Context: an optimization exercise on an open-source flow, tuned for small area, a short achievable clock period and few clock cycles per item. The choices shown serve that exercise and are no tape-out recipe. In this exercise RTL edits were held to simulation tests only and were not proved equivalent to the original. Power and IR drop assume default switching activity.

==> flow/design.v (excerpt) <==
module arima_serial_core
#(
    parameter int N     = 32,
    parameter int Q     = 15,
    parameter int P_MAX = 8,
    parameter int Q_MAX = 8,
    parameter int D_MAX = 2
) (
    input  logic                         clk,
    input  logic                         rst_n,
    input  logic                         clr,
    input  logic [$clog2(P_MAX+1)-1:0]   cfg_p,
    input  logic [$clog2(Q_MAX+1)-1:0]   cfg_q,
    input  logic [$clog2(D_MAX+1)-1:0]   cfg_d,
    input  logic [P_MAX*N-1:0]           ar_coef,
    input  logic [Q_MAX*N-1:0]           ma_coef,
    input  logic signed [N-1:0]          cont,
    input  logic signed [N-1:0]          kalman_beta,
    output logic                         overflow,
    output logic                         busy,
    input  logic                         in_valid,
    output logic                         in_ready,
    input  logic signed [N-1:0]          in_data,
    output logic                         out_valid,
    input  logic                         out_ready,
    output logic signed [N-1:0]          out_data
);
    logic [3:0]  nar_r, nold_r;
    logic [4:0]  psum_r;
    logic        dge1, dge2;
    logic        zero_r, har0_r, hma0_r;
    always_ff @(posedge clk) begin
        logic [3:0] pc, qc, na, nm;
        pc = cfg_p[3] ? 4'd8 : cfg_p;
        qc = cfg_q[3] ? 4'd8 : cfg_q;
        na = (pc == 4'd0) ? 4'd0 : pc - 4'd1;
        nm = (qc == 4'd0) ? 4'd0 : qc - 4'd1;
        dge1    <= (cfg_d != 2'd0);
        dge2    <= cfg_d[1];
        nar_r   <= na;
        nold_r  <= na + nm;
        psum_r  <= {1'b0, pc} + {1'b0, qc};
        zero_r  <= (pc == 4'd0 && qc == 4'd0);
        har0_r  <= (pc != 4'd0);
        hma0_r  <= (qc != 4'd0);
    end
    logic [31:0] x_r;                  
    logic        xv;                   
    logic        rdy;                  
    logic        acc_d;                
    logic [31:0] lvl0, lvl1;           
    logic [31:0] ar_h [0:7];           
    logic [31:0] ma_h [0:7];           
    logic [3:0]  ar_cnt, ma_cnt;       
    logic [31:0] w_hat;
    logic [36:0] acc;                  
    logic [4:0]  corr;                 
    logic [32:0] lsum;                 
    logic [31:0] out_r;
    logic        out_v;
    logic        m3p;                  
    logic        ovf;
    logic        dovf_r;
  ...
==> flow/config.mk <==
export PLATFORM = sky130hd
export DESIGN_NAME = arima_serial_core
export DESIGN_NICKNAME = arima_serial_core
export VERILOG_FILES = /design/flow/design.v
export SDC_FILE = /design/flow/constraint.sdc
export NUM_CORES = 4
export LEC_CHECK = 0
export CAP_MARGIN = 20
export CORE_MARGIN = 2
export CORE_UTILIZATION = 40
export CTS_CLUSTER_DIAMETER = 80
export CTS_CLUSTER_SIZE = 30
export SLEW_MARGIN = 20
==> flow/constraint.sdc <==
create_clock -name core_clock -period 14.0 [get_ports {clk}]
set_input_delay 2.8000 -clock core_clock [delete_from_list [all_inputs] [get_ports {clk}]]
set_output_delay 2.8000 -clock core_clock [all_outputs]
set_load 0.01 [all_outputs]
standard.sh (not shown) runs the stock make flow with config.mk's settings and CLKGATE_MAP_FILE= SYNTH_SCRIPT=/design/flow/synth_recipe.tcl, a recipe that flattens the netlist after the stock synthesis.
==> flow/flow/run.sh <==
#!/bin/bash
# Own flow: the standard layout, with two changes to how it is made:
#  - the port buffers are the smallest buffer (sky130_fd_sc_hd__buf_1) instead of
#    buffer_ports' default choice;
#  - timing repair aims for 9.9 ns of setup slack (a 4.1 ns period) (it stops at what it can reach), so it
#    works on the design's slowest paths even though the 14 ns clock is met.
# Synthesis, floorplan, power grid, tap cells, the clock and the SDC are the standard flow's.
set -euo pipefail
export BUFFER_PORTS_ARGS="-buffer_cell sky130_fd_sc_hd__buf_1"
export SETUP_SLACK_MARGIN=9.9
bash standard.sh > standard_flow.log 2>&1
The baseline went through all stages and came out clean.
Testbench counts at the start, summed over its fixed seeds: cycles 23,697, items 2,560.
Then changed:
Settings changed: CTS_CLUSTER_DIAMETER 80 to unset, CTS_CLUSTER_SIZE 30 to unset.
After rerunning: The new run went through all stages and came out clean; combinational power is about the same; wire length climbs by 0.70%; cell count rose by 0.93%; synthesized cell count is unchanged; critical path depth does not change; sequential cell count does not change; via count is higher by 0.60%; fmax decreases by 0.86%.
Then changed:
==> flow/flow/run.sh (replaced) <==
#!/bin/bash
# Own flow: the standard layout, with two changes to how it is made:
#  - the port buffers are the smallest buffer (sky130_fd_sc_hd__buf_1) instead of
#    buffer_ports' default choice;
#  - timing repair aims for 10.1 ns of setup slack (a 3.9 ns period) (it stops at what it can reach), so it
#    works on the design's slowest paths even though the 14 ns clock is met.
# Synthesis, floorplan, power grid, tap cells, the clock and the SDC are the standard flow's.
set -euo pipefail
export BUFFER_PORTS_ARGS="-buffer_cell sky130_fd_sc_hd__buf_1"
export SETUP_SLACK_MARGIN=10.1
bash standard.sh > standard_flow.log 2>&1
Result: Synthesized cell count stays the same; sequential share of layout area drops by 0.55 points; final area climbs by 1.8%; maximum frequency barely changes; clock power drops by about 2%; worst hold slack gets worse by 0.029 ns; total power climbs by 2.6%; global-route usage climbs by 0.65 points; core utilization climbs by 0.85 points.

---

alpha:
Starting RTL as in the previous note.
==> flow/config.mk <==
export PLATFORM = sky130hd
export DESIGN_NAME = arima_serial_core
export DESIGN_NICKNAME = arima_serial_core
export VERILOG_FILES = /design/flow/design.v
export SDC_FILE = /design/flow/constraint.sdc
export NUM_CORES = 4
export LEC_CHECK = 0
export CAP_MARGIN = 20
export CORE_MARGIN = 2
export CORE_UTILIZATION = 40
export CTS_CLUSTER_DIAMETER = 60
export CTS_CLUSTER_SIZE = 25
export SLEW_MARGIN = 20
==> flow/constraint.sdc <==
create_clock -name core_clock -period 14.0 [get_ports {clk}]
set_input_delay 2.8000 -clock core_clock [delete_from_list [all_inputs] [get_ports {clk}]]
set_output_delay 2.8000 -clock core_clock [all_outputs]
set_load 0.01 [all_outputs]
==> flow/flow/run.sh <==
#!/bin/bash
# Own flow: the standard layout, with two changes to how it is made:
#  - the port buffers are the smallest buffer (sky130_fd_sc_hd__buf_1) instead of
#    buffer_ports' default choice;
#  - timing repair aims for 9.75 ns of setup slack (a 4.25 ns period) (it stops at what it can reach), so it
#    works on the design's slowest paths even though the 14 ns clock is met.
# Synthesis, floorplan, power grid, tap cells, the clock and the SDC are the standard flow's.
set -euo pipefail
export BUFFER_PORTS_ARGS="-buffer_cell sky130_fd_sc_hd__buf_1"
export SETUP_SLACK_MARGIN=9.75
bash standard.sh > standard_flow.log 2>&1
Testbench counts of alpha, summed over its fixed seeds: cycles 23,697, items 2,560.
For beta, these inputs were changed with respect to alpha:
# alpha
export LEC_CHECK = 0
export CAP_MARGIN = 20
export CORE_MARGIN = 2
export CORE_UTILIZATION = 40
export CTS_CLUSTER_DIAMETER = 60
export CTS_CLUSTER_SIZE = 25
export SLEW_MARGIN = 20
create_clock -name core_clock -period 14.0 [get_ports {clk}]
# beta
export LEC_CHECK = 0
export CAP_MARGIN = 20
export CORE_MARGIN = 2
export CORE_UTILIZATION = 40
export SLEW_MARGIN = 20
create_clock -name core_clock -period 14.0 [get_ports {clk}]
[summary]
beta ended up with a higher part of the total power dissipated in the clock network than alpha did. beta -> alpha: sequential share of layout area flat. Relative to alpha, setup slack decreased by 0.012 ns in beta. Diff alpha -> beta: sequential power held steady, data arrival time of the worst path went up by 0.02 ns, total power rose about 0.3%. Cell count of beta is on par with alpha. From alpha to beta the numbers moved as follows: total area of sequential cells level, post-synthesis simple-gate area fraction level. Routed wire in beta totals less than in alpha. beta vs alpha — clock period minus worst slack rose 0.012 ns.

## what the ideal ports hide
Ports are ideal in the flow. The routed layouts listed here were re-timed in OpenROAD. Step 1 assumes that a clkbuf_16 drives the clock port and a buf_2 every other input. Step 2 adds t to the input delays and takes it off the output delays; t is the mean of the earliest and latest rising clock arrival at the registers after step 1. Input paths then give back, and output paths get back, about the clock's delay inside the block. Slacks: ideal / step 1 / step 2; pairs: ideal / step 1.
| run | shift t [ns] | setup slack, ns | clock arrival spread, ns |
|---|---|---|---|
| the first run of note 1 | 0.814 | 9.782 / 9.699 / 9.212 | 0.084 / 0.084 |
| the second run of note 1 | 0.853 | 9.745 / 9.653 / 9.239 | 0.080 / 0.080 |
| the third run of note 1 | 0.852 | 9.754 / 9.668 / 9.206 | 0.124 / 0.124 |
| alpha | 0.835 | 9.746 / 9.657 / 9.171 | 0.101 / 0.102 |
| beta | 0.846 | 9.733 / 9.651 / 9.149 | 0.083 / 0.083 |
After both steps setup and hold are still met in every run listed. The setup slack of beta, which loses most, moves by -0.082 ns with the drivers and by -0.584 ns with both steps.
